Context: an optimization exercise on an open-source flow, tuned for small area and a short achievable clock period. The choices shown serve that exercise and are no tape-out recipe.
Where RTL was checked, it was by simulation tests only, not by an equivalence proof against the original.

== old ==
==> flow/design.v (excerpt) <==
module csc_top (
	input logic CLOCK_50_I,
	input logic resetn,
	input logic start,
	output logic busy,
	output logic done,
	output csc_pkg::sram_addr_t sram_addr,
	output csc_pkg::sram_word_t sram_wdata,
	output logic sram_we_n,
	input csc_pkg::sram_word_t sram_rdata
);
Size in the first run: ~2500 cells after synthesis, ~56 I/O pins, about 0.027 mm^2 of cells after synthesis.
clock: 10.0 ns
lec_check: 0
cap_margin: 20
core_margin: 2
core_utilization: 50
slew_margin: 20
standard.sh (not shown) runs the stock make flow with config.mk's settings and CLKGATE_MAP_FILE= SYNTH_SCRIPT=/design/flow/synth_recipe.tcl, a recipe that flattens the netlist after the stock synthesis.
==> flow/flow/run.sh <==
#!/bin/bash
set -u
export SETUP_SLACK_MARGIN=6.3
export BUFFER_PORTS_ARGS="-buffer_cell sky130_fd_sc_hd__buf_4"
bash standard.sh > standard_flow.log 2>&1
### old -> new
- an added SETUP_SLACK_MARGIN of 5
==> flow/run.sh (new file) <==
#!/bin/bash
# synth_recipe.tcl (not shown) runs the flow's synth.tcl, then flattens the netlist and writes it again
# the make line also repeats each setting of config.mk as NAME=value (left out here)
make -C /OpenROAD-flow-scripts/flow DESIGN_CONFIG=/design/flow/config.mk WORK_HOME=/design/flow/orfs CLKGATE_MAP_FILE= SYNTH_SCRIPT=/design/flow/synth_recipe.tcl finish
removed: flow/flow/run.sh
removed: flow/standard.sh
Findings:
Compared new against old; fraction of registers with async set/reset within noise. Area growth from synthesis to layout was lower in the run labelled new. Between new and old, the count of inverters other than clock inverters in the layout figures differ only marginally.
Function was not checked in any run of this note: the RTL went through the layout flow alone.

---

== run R ==
Another version of the RTL of csc_top (not shown whole).
Size: ~2500 cells after synthesis, roughly 480 flip-flops, about 56 I/O pins, roughly 27000 um2 of cells after synthesis.
## csc_top
module csc_top (
	input logic CLOCK_50_I,
	input logic resetn,
	input logic start,
	output logic busy,
	output logic done,
	output csc_pkg::sram_addr_t sram_addr,
	output csc_pkg::sram_word_t sram_wdata,
	output logic sram_we_n,
	input csc_pkg::sram_word_t sram_rdata
);
Settings: LEC_CHECK=0, CAP_MARGIN=5, CORE_MARGIN=2, CORE_UTILIZATION=50, CTS_BUF_LIST=sky130_fd_sc_hd__clkbuf_8, SLEW_MARGIN=5; clock period 10.0 ns.
==> flow/flow/run.sh <==
#!/bin/bash
set -u
export SETUP_SLACK_MARGIN=6.8
export BUFFER_PORTS_ARGS="-buffer_cell sky130_fd_sc_hd__buf_4"
bash standard.sh > standard_flow.log 2>&1
Every stage of the flow completed for run R, and the final layout passed the timing, DRC and antenna checks.
Testbench counts of run R, summed over its fixed seeds: frame cycles 1,536,248.
Edits applied to the flow inputs when going from run R to run B:
Settings: a change of SLEW_MARGIN from 5 to 20; a change of CAP_MARGIN from 5 to 20.
--- outcome ---
Diff run R..run B | total number of placement rows | unchanged
As far as cell area after layout is concerned, run R and run B perform about the same.
Run B and run R ended up with roughly the same number of standard cells in the layout, taps in and fillers out.
From run R to run B the numbers moved as follows: required time at the endpoint of the critical path saw little to no change, clock-pin slew of the registers on the worst-case setup and hold paths saw little to no change, via count saw little to no change.
Diff run B..run R | synthesis-to-layout area growth | negligible

---

v58:
Starting RTL as in the previous note.
## csc_top
module csc_top (
	input logic CLOCK_50_I,
	input logic resetn,
	input logic start,
	output logic busy,
	output logic done,
	output csc_pkg::sram_addr_t sram_addr,
	output csc_pkg::sram_word_t sram_wdata,
	output logic sram_we_n,
	input csc_pkg::sram_word_t sram_rdata
);
export LEC_CHECK = 0
export CAP_MARGIN = 20
export CORE_MARGIN = 2
export CORE_UTILIZATION = 65
export SLEW_MARGIN = 20
create_clock -name core_clock -period 10.0 [get_ports {CLOCK_50_I}]
Scripts as last shown in full above: flow/flow/run.sh
v58 did not stop at any stage, and its layout met the timing, DRC and antenna checks.
Testbench counts of v58, summed over its fixed seeds: frame cycles 1,536,248.
## Diff of input files: v39 against v58
- CORE_UTILIZATION: 65 -> 50
- CTS_CLUSTER_SIZE: unset -> 24
- CTS_CLUSTER_DIAMETER: unset -> 100
- CTS_BUF_LIST: unset -> sky130_fd_sc_hd__clkbuf_8 sky130_fd_sc_hd__clkbuf_16
Results
- Relative to v58, finished layout cell area has decreased by 930 µm² in v39.
- Growth of design area from synthesis to finish in v39 is 3.4 points lower than in v58
- v39 against v58; via count normalized by instance count is down by a few percent.
- v39 ended up with interp_unit.d2_r[4] as its startpoint of the worst setup timing path; v58 ended up with matrix_unit.t_r[13].
Here is what was changed in the inputs of v10 compared with v39.
- CTS_BUF_LIST: sky130_fd_sc_hd__clkbuf_8 sky130_fd_sc_hd__clkbuf_16 -> unset
- CTS_CLUSTER_DIAMETER: 100 -> unset
- CTS_CLUSTER_SIZE: 24 -> unset
### Flow results
- Comparing v39 with v10, the sequential cell area came out essentially unchanged.
- Arithmetic-cell share of the synthesized area counting full adders, half adders and majority gates: v10 vs v39 identical
- On final standard cell area without fillers, the higher figure sits with v10, not v39.
- After detailed routing, v39 needs less wire than v10.
- Wire length of the first global-routing pass grows slightly when moving from v39 to v10.
- Looking at share of the final layout cell area in multi-input gates, v10 sits 1.6 points lower than v39 does.
- Final-layout clock buffer total in v10 is about 160% above v39.
- [compare] base=v39 new=v10: final cell count higher; worst setup margin went down.
- For v10, the beginning of the critical path was matrix_unit.u3[2], unlike v39, where it was interp_unit.d2_r[4].

---

Another version of the RTL of csc_top (not shown whole).
Size in the first run: roughly 420 flip-flops, roughly 56 I/O pins.
Settings: LEC_CHECK=0, ABC_AREA=1, CAP_MARGIN=20, CORE_MARGIN=2, CORE_UTILIZATION=50, SETUP_SLACK_MARGIN=5, SLEW_MARGIN=20; clock period 10.0 ns.
run.sh (not shown) runs the stock make flow with config.mk's settings and CLKGATE_MAP_FILE= SYNTH_SCRIPT=/design/flow/synth_recipe.tcl, a recipe that flattens the netlist after the stock synthesis.
Stock flow here: none of the scripts above is used.
Testbench counts at the start, summed over its fixed seeds: frame cycles 1,536,248.
Next try:
Settings changed: ABC_AREA 1 to not set.
Result: The changed run passed the timing, DRC and antenna checks; core utilization increases by 0.20 points; routed wire length decreases by roughly a tenth; setup slack loses 120 ps; design area went down by a few percent; cell count shrinks by about a fifth; non-clock buffer count climbs by 1.

---

## JK
csc_top, a different RTL version from the one above (not shown whole).
Size in the first run: roughly 2,500 cells after synthesis, roughly 480 flip-flops, ~56 I/O pins.
==> flow/design.v (excerpt) <==
module csc_top (
	input logic CLOCK_50_I,
	input logic resetn,
	input logic start,
	output logic busy,
	output logic done,
	output csc_pkg::sram_addr_t sram_addr,
	output csc_pkg::sram_word_t sram_wdata,
	output logic sram_we_n,
	input csc_pkg::sram_word_t sram_rdata
);
Settings: LEC_CHECK=0, CAP_MARGIN=20, CORE_MARGIN=2, CORE_UTILIZATION=50, SETUP_SLACK_MARGIN=5, SLEW_MARGIN=20; clock period 10.0 ns.
The final layout from JK, which completed every stage, passed the timing, DRC and antenna checks at the end of the flow.
Inputs modified between JK and MS:
==> flow/flow/run.sh (new file) <==
#!/bin/bash
set -u
export SETUP_SLACK_MARGIN=6.8
export BUFFER_PORTS_ARGS="-buffer_cell sky130_fd_sc_hd__buf_4"
bash standard.sh > standard_flow.log 2>&1
==> flow/standard.sh (new file) <==
#!/bin/bash
# synth_recipe.tcl (not shown) runs the flow's synth.tcl, then flattens the netlist and writes it again
# the make line also repeats each setting of config.mk as NAME=value (left out here)
make -C /OpenROAD-flow-scripts/flow DESIGN_CONFIG=/design/flow/config.mk WORK_HOME=/design/flow/orfs CLKGATE_MAP_FILE= SYNTH_SCRIPT=/design/flow/synth_recipe.tcl "${@:-finish}"
-- flow/config.mk --
<<< JK, line 10
export CORE_UTILIZATION = 50
export SETUP_SLACK_MARGIN = 5
export SLEW_MARGIN = 20
>>> MS, line 10
export CORE_UTILIZATION = 50
export CTS_BUF_LIST = sky130_fd_sc_hd__clkbuf_16
export CTS_CLUSTER_DIAMETER = 100
export CTS_CLUSTER_SIZE = 24
export SLEW_MARGIN = 20
removed: flow/run.sh
## What came out
- The final layout from MS, which completed every stage, passed the timing, DRC and antenna checks at the end of the flow.
- Delta (MS minus JK): area of the core region has remained practically unchanged; worst-case setup margin in the final layout has increased.
- Comparing MS with JK, the total wirelength of the detailed-routed design came out essentially unchanged.
- When MS is measured against JK, its routed length on met2 turns out 1.3% higher.
- MS ends up with a post-layout instance area that is about 1.6% lower than in JK.
No run of this note included a check of the RTL's function; only the layout flow was run.

---

## the previous run
Another version of the RTL of csc_top (not shown whole).
Size: roughly 2500 cells after synthesis, ~56 I/O pins.
==> flow/config.mk <==
export PLATFORM = sky130hd
export DESIGN_NAME = csc_top
export DESIGN_NICKNAME = csc_top
export VERILOG_FILES = /design/flow/design.v
export SDC_FILE = /design/flow/constraint.sdc
export NUM_CORES = 4
export LEC_CHECK = 0
export CAP_MARGIN = 20
export CORE_MARGIN = 2
export CORE_UTILIZATION = 50
export CTS_BUF_LIST = sky130_fd_sc_hd__clkbuf_16
export CTS_CLUSTER_DIAMETER = 100
export CTS_CLUSTER_SIZE = 24
export SLEW_MARGIN = 20
==> flow/constraint.sdc <==
create_clock -name core_clock -period 10.0 [get_ports {CLOCK_50_I}]
set_input_delay 2.0000 -clock core_clock [delete_from_list [all_inputs] [get_ports {CLOCK_50_I}]]
set_output_delay 2.0000 -clock core_clock [all_outputs]
set_load 0.01 [all_outputs]
standard.sh (not shown) runs the stock make flow with config.mk's settings and CLKGATE_MAP_FILE= SYNTH_SCRIPT=/design/flow/synth_recipe.tcl, a recipe that flattens the netlist after the stock synthesis.
==> flow/flow/run.sh <==
#!/bin/bash
set -u
export SETUP_SLACK_MARGIN=6.8
export BUFFER_PORTS_ARGS="-buffer_cell sky130_fd_sc_hd__buf_4"
bash standard.sh > standard_flow.log 2>&1
#### Input delta (the current run over the previous run)
Settings: removing CTS_CLUSTER_DIAMETER (formerly 100); removing CTS_BUF_LIST (formerly sky130_fd_sc_hd__clkbuf_16); removing CTS_CLUSTER_SIZE (formerly 24).
--- outcome ---
In the final reports, the cell area of the current run is larger than that of the previous run.
For number of hold-repair buffers added at the cts stage, the previous run and the current run come out practically identical.
Comparing the current run with the previous run, the met1 global-route usage came out essentially unchanged.
From the previous run to the current run the numbers moved as follows: fraction of met2 tracks used by global routing now sits at about the same level, non-clock buffer count in the final layout now sits higher.
Between the previous run and the current run, the flow reports met3 routed wirelength increasing by a little under 10%.
No run of this note included a check of the RTL's function; only the layout flow was run.

---

Setup of the reference run:
RTL: one of the versions met above, not the one the previous note started from.
For scale: ~2500 cells after synthesis, roughly 56 I/O pins, about 27000 sq um of cells after synthesis.
export LEC_CHECK = 0
export CAP_MARGIN = 20
export CORE_MARGIN = 2
export CORE_UTILIZATION = 50
export CTS_BUF_LIST = sky130_fd_sc_hd__clkbuf_8
export SLEW_MARGIN = 20
create_clock -name core_clock -period 10.0 [get_ports {CLOCK_50_I}]
==> flow/flow/run.sh <==
#!/bin/bash
set -u
export SETUP_SLACK_MARGIN=7.0
export BUFFER_PORTS_ARGS="-buffer_cell sky130_fd_sc_hd__buf_4"
bash standard.sh > standard_flow.log 2>&1
The reference run: no failed stages, no open violations at the end
Testbench counts of the reference run, summed over its fixed seeds: frame cycles 1,536,248.
## Diff of input files: the trial run against the reference run
==> flow/flow/run.sh <==
#!/bin/bash
set -u
export SETUP_SLACK_MARGIN=6.8
export BUFFER_PORTS_ARGS="-buffer_cell sky130_fd_sc_hd__buf_4"
bash standard.sh > standard_flow.log 2>&1
-- flow/config.mk --
<<< the reference run, line 9
export CORE_MARGIN = 2
export CORE_UTILIZATION = 50
export CTS_BUF_LIST = sky130_fd_sc_hd__clkbuf_8
export SLEW_MARGIN = 20
>>> the trial run, line 9
export CORE_MARGIN = 2
export CORE_UTILIZATION = 50
export CTS_BUF_LIST = sky130_fd_sc_hd__clkbuf_16
export CTS_CLUSTER_DIAMETER = 100
export CTS_CLUSTER_SIZE = 24
export SLEW_MARGIN = 20
In the flow results for the trial run and the reference run, the ratio of final minimum period to clock period is smaller on the trial run.

---

csc_top, a different RTL version from the one above (not shown whole).
Size in the first run: ~2,400 cells after synthesis, ~450 flip-flops, roughly 56 I/O pins, ~25,000 um^2 of cells after synthesis.
==> flow/design.v (excerpt) <==
module csc_top (
	input logic CLOCK_50_I,
	input logic resetn,
	input logic start,
	output logic busy,
	output logic done,
	output csc_pkg::sram_addr_t sram_addr,
	output csc_pkg::sram_word_t sram_wdata,
	output logic sram_we_n,
	input csc_pkg::sram_word_t sram_rdata
);
==> flow/config.mk <==
export PLATFORM = sky130hd
export DESIGN_NAME = csc_top
export DESIGN_NICKNAME = csc_top
export VERILOG_FILES = /design/flow/design.v
export SDC_FILE = /design/flow/constraint.sdc
export NUM_CORES = 4
export LEC_CHECK = 0
export CAP_MARGIN = 20
export CORE_MARGIN = 2
export CORE_UTILIZATION = 50
export SLEW_MARGIN = 20
==> flow/constraint.sdc <==
create_clock -name core_clock -period 10.0 [get_ports {CLOCK_50_I}]
set_input_delay 2.0000 -clock core_clock [delete_from_list [all_inputs] [get_ports {CLOCK_50_I}]]
set_output_delay 2.0000 -clock core_clock [all_outputs]
set_load 0.01 [all_outputs]
==> flow/flow/run.sh <==
#!/bin/bash
set -u
export SETUP_SLACK_MARGIN=6.8
export BUFFER_PORTS_ARGS="-buffer_cell sky130_fd_sc_hd__buf_4"
bash standard.sh > standard_flow.log 2>&1
The baseline produced a clean layout.
Edit:
==> flow/flow/run.sh (replaced) <==
#!/bin/bash
set -u
export SETUP_SLACK_MARGIN=6.4
export BUFFER_PORTS_ARGS="-buffer_cell sky130_fd_sc_hd__buf_4"
bash standard.sh > standard_flow.log 2>&1
What happened: The changed run finished clean; via count shrinks by 1.3%; routed wire length decreases by 1.3%; synthesized cell count stays the same; worst setup slack loses 24 ps; area after synthesis stays the same; sequential share of layout area increases by 0.71 points; final area goes down by 2.0%; maximum frequency came out lower by 0.62%; final cell count decreases by 0.66%; utilization went down by 1.2 points; die area does not change.
Function was not checked in any run of this note: the RTL went through the layout flow alone.

---

RTL: one of the versions met above, not the one the previous note started from.
Size in the first run: roughly 2500 cells after synthesis, ~480 flip-flops, ~56 I/O pins, about 27000 um2 of cells after synthesis.
==> flow/design.v (excerpt) <==
module csc_top (
	input logic CLOCK_50_I,
	input logic resetn,
	input logic start,
	output logic busy,
	output logic done,
	output csc_pkg::sram_addr_t sram_addr,
	output csc_pkg::sram_word_t sram_wdata,
	output logic sram_we_n,
	input csc_pkg::sram_word_t sram_rdata
);
	logic c_shift, c_ld_u, c_ld_v;
	logic c_first_a, c_first_b, c_near_b, c_last_a, c_last_b;
	logic c_yh_ld, c_ylo, c_odd_op, c_w_rg, c_w_br;
	logic cmd_we;
	csc_pkg::sram_addr_t cmd_addr;
	csc_pkg::sram_word_t cmd_wdata;
	csc_pkg::pixel_t ce_u, ce_v, c_odd, uo;
	csc_pkg::sram_word_t yh;         
	csc_pkg::pixel_t y_op, u_op, v_op;
	csc_pkg::pixel_t r, g, b;
	yuv_fetch seq_unit (
		.CLOCK_50_I, .resetn, .start, .busy, .done,
		.c_shift, .c_ld_u, .c_ld_v,
		.c_first_a, .c_first_b, .c_near_b, .c_last_a, .c_last_b,
		.c_yh_ld, .c_ylo, .c_odd_op, .c_w_rg, .c_w_br,
		.cmd_we, .cmd_addr
	);
	chroma_interpolator interp_unit (
		.CLOCK_50_I, .c_shift, .c_ld_u, .c_ld_v,
		.c_first_a, .c_first_b, .c_near_b, .c_last_a, .c_last_b,
		.rdata(sram_rdata), .ce_u, .ce_v, .c_odd
	);
	always_ff @(posedge CLOCK_50_I) begin
		if (c_yh_ld)
			yh <= sram_rdata;
		uo <= c_odd;     
	end
	always_ff @(posedge CLOCK_50_I)
		y_op <= c_ylo ? yh[7:0] : yh[15:8];
	always_comb begin
		if (c_odd_op) begin
			u_op = uo;
			v_op = c_odd;
		end else begin
			u_op = ce_u;
			v_op = ce_v;
		end
	end
	csc_matrix matrix_unit (
		.CLOCK_50_I, .y_in(y_op), .u_in(u_op), .v_in(v_op),
		.r, .g, .b
	);
	rgb_store store_unit (
		.CLOCK_50_I, .c_w_rg, .c_w_br, .r, .g, .b, .wdata(cmd_wdata)
	);
	sram_arbiter arbiter_unit (
		.CLOCK_50_I, .resetn,
		.cmd_we, .cmd_addr, .cmd_wdata,
		.sram_addr, .sram_wdata, .sram_we_n
	);
endmodule
==> flow/config.mk <==
export PLATFORM = sky130hd
export DESIGN_NAME = csc_top
export DESIGN_NICKNAME = csc_top
export VERILOG_FILES = /design/flow/design.v
export SDC_FILE = /design/flow/constraint.sdc
export NUM_CORES = 4
export LEC_CHECK = 0
export CAP_MARGIN = 20
export CORE_MARGIN = 2
export CORE_UTILIZATION = 50
export SLEW_MARGIN = 20
==> flow/constraint.sdc <==
create_clock -name core_clock -period 10.0 [get_ports {CLOCK_50_I}]
set_input_delay 2.0000 -clock core_clock [delete_from_list [all_inputs] [get_ports {CLOCK_50_I}]]
set_output_delay 2.0000 -clock core_clock [all_outputs]
set_load 0.01 [all_outputs]
==> flow/flow/run.sh <==
#!/bin/bash
set -u
export SETUP_SLACK_MARGIN=6.4
export BUFFER_PORTS_ARGS="-buffer_cell sky130_fd_sc_hd__buf_4"
bash standard.sh > standard_flow.log 2>&1
Testbench counts at the start, summed over its fixed seeds: frame cycles 1,536,248.
==> next run, changes <==
==> flow/run.sh (new file) <==
#!/bin/bash
# synth_recipe.tcl (not shown) runs the flow's synth.tcl, then flattens the netlist and writes it again
# the make line also repeats each setting of config.mk as NAME=value (left out here)
make -C /OpenROAD-flow-scripts/flow DESIGN_CONFIG=/design/flow/config.mk WORK_HOME=/design/flow/orfs CLKGATE_MAP_FILE= SYNTH_SCRIPT=/design/flow/synth_recipe.tcl finish
--- a/flow/config.mk
+++ b/flow/config.mk
@@ -10,2 +10,3 @@
 export CORE_UTILIZATION = 50
+export SETUP_SLACK_MARGIN = 5
 export SLEW_MARGIN = 20
removed: flow/flow/run.sh
removed: flow/standard.sh
Outcome: Die area is unchanged; sequential cell count is unchanged; synthesized area is unchanged; non-clock buffer count went down by 3; clock skew went down by 0.0090 ns.
==> next run, changes <==
==> flow/flow/run.sh (new file) <==
#!/bin/bash
set -u
export SETUP_SLACK_MARGIN=6.8
export BUFFER_PORTS_ARGS="-buffer_cell sky130_fd_sc_hd__buf_4"
bash standard.sh > standard_flow.log 2>&1
==> flow/standard.sh (new file) <==
#!/bin/bash
# synth_recipe.tcl (not shown) runs the flow's synth.tcl, then flattens the netlist and writes it again
# the make line also repeats each setting of config.mk as NAME=value (left out here)
make -C /OpenROAD-flow-scripts/flow DESIGN_CONFIG=/design/flow/config.mk WORK_HOME=/design/flow/orfs CLKGATE_MAP_FILE= SYNTH_SCRIPT=/design/flow/synth_recipe.tcl "${@:-finish}"
--- a/flow/config.mk
+++ b/flow/config.mk
@@ -10,3 +10,3 @@
 export CORE_UTILIZATION = 50
-export SETUP_SLACK_MARGIN = 5
+export CTS_BUF_LIST = sky130_fd_sc_hd__clkbuf_4 sky130_fd_sc_hd__clkbuf_8
 export SLEW_MARGIN = 20
removed: flow/run.sh
The changed run completed without violations.
Count of clock-buffer cells in the layout rose by 45.
Final cell count increases by 3.4%.
Worst setup slack gets better by 0.49 ns.
Utilization came out higher by 2.7 points.
Global-route usage rises by 0.63 points.

[separate check: timing with driven ports]
How much do the figures lean on ideal ports? The routed layouts below were timed once more, with nothing changed but the port constraints. Step 1 (the two cells are an assumption about what drives the block):
set clk [get_ports {CLOCK_50_I}]
set_driving_cell -lib_cell sky130_fd_sc_hd__clkbuf_16 $clk
set_driving_cell -lib_cell sky130_fd_sc_hd__buf_2 [delete_from_list [all_inputs] $clk]
Step 2 also shifts input and output timing later by t, the mid clock arrival at the registers, as if the neighbouring blocks saw the same clock. Three values: ideal ports, drivers, drivers and shift; two values: the first two.
run	t, ns	setup WS [ns]	worst data-port slew with drivers (ns)	cell pins on the clock port's net
old	0.639	5.675 / 5.675 / 5.675	0.07	1
new	0.643	5.200 / 5.200 / 5.200	0.08	1
run R	0.702	6.687 / 6.632 / 6.728	0.04	1
run B	0.702	6.687 / 6.632 / 6.728	0.04	1
v58	0.657	6.693 / 6.693 / 6.693	0.04	1
v39	0.625	6.723 / 6.704 / 6.723	0.03	1
v10	0.670	6.709 / 6.659 / 6.709	0.03	1
the first run of note 4	0.645	5.428 / 5.428 / 5.428	0.04	1
the second run of note 4	0.642	5.312 / 5.312 / 5.312	0.06	1
JK	0.647	5.877 / 5.877 / 5.877	0.04	1
MS	0.627	6.337 / 6.337 / 6.337	0.04	1
the previous run	0.651	6.568 / 6.568 / 6.568	0.04	1
the current run	0.647	6.604 / 6.604 / 6.604	0.04	1
the reference run	0.712	6.676 / 6.658 / 6.676	0.04	1
the trial run	0.625	6.723 / 6.707 / 6.723	0.03	1
the first run of note 8	0.645	6.228 / 6.228 / 6.228	0.04	1
the second run of note 8	0.651	6.205 / 6.205 / 6.205	0.04	1
the first run of note 9	0.641	6.511 / 6.511 / 6.511	0.04	1
the second run of note 9	0.654	6.194 / 6.194 / 6.194	0.04	1
the third run of note 9	0.703	6.686 / 6.630 / 6.731	0.04	1
After both steps setup and hold are still met in every run listed.
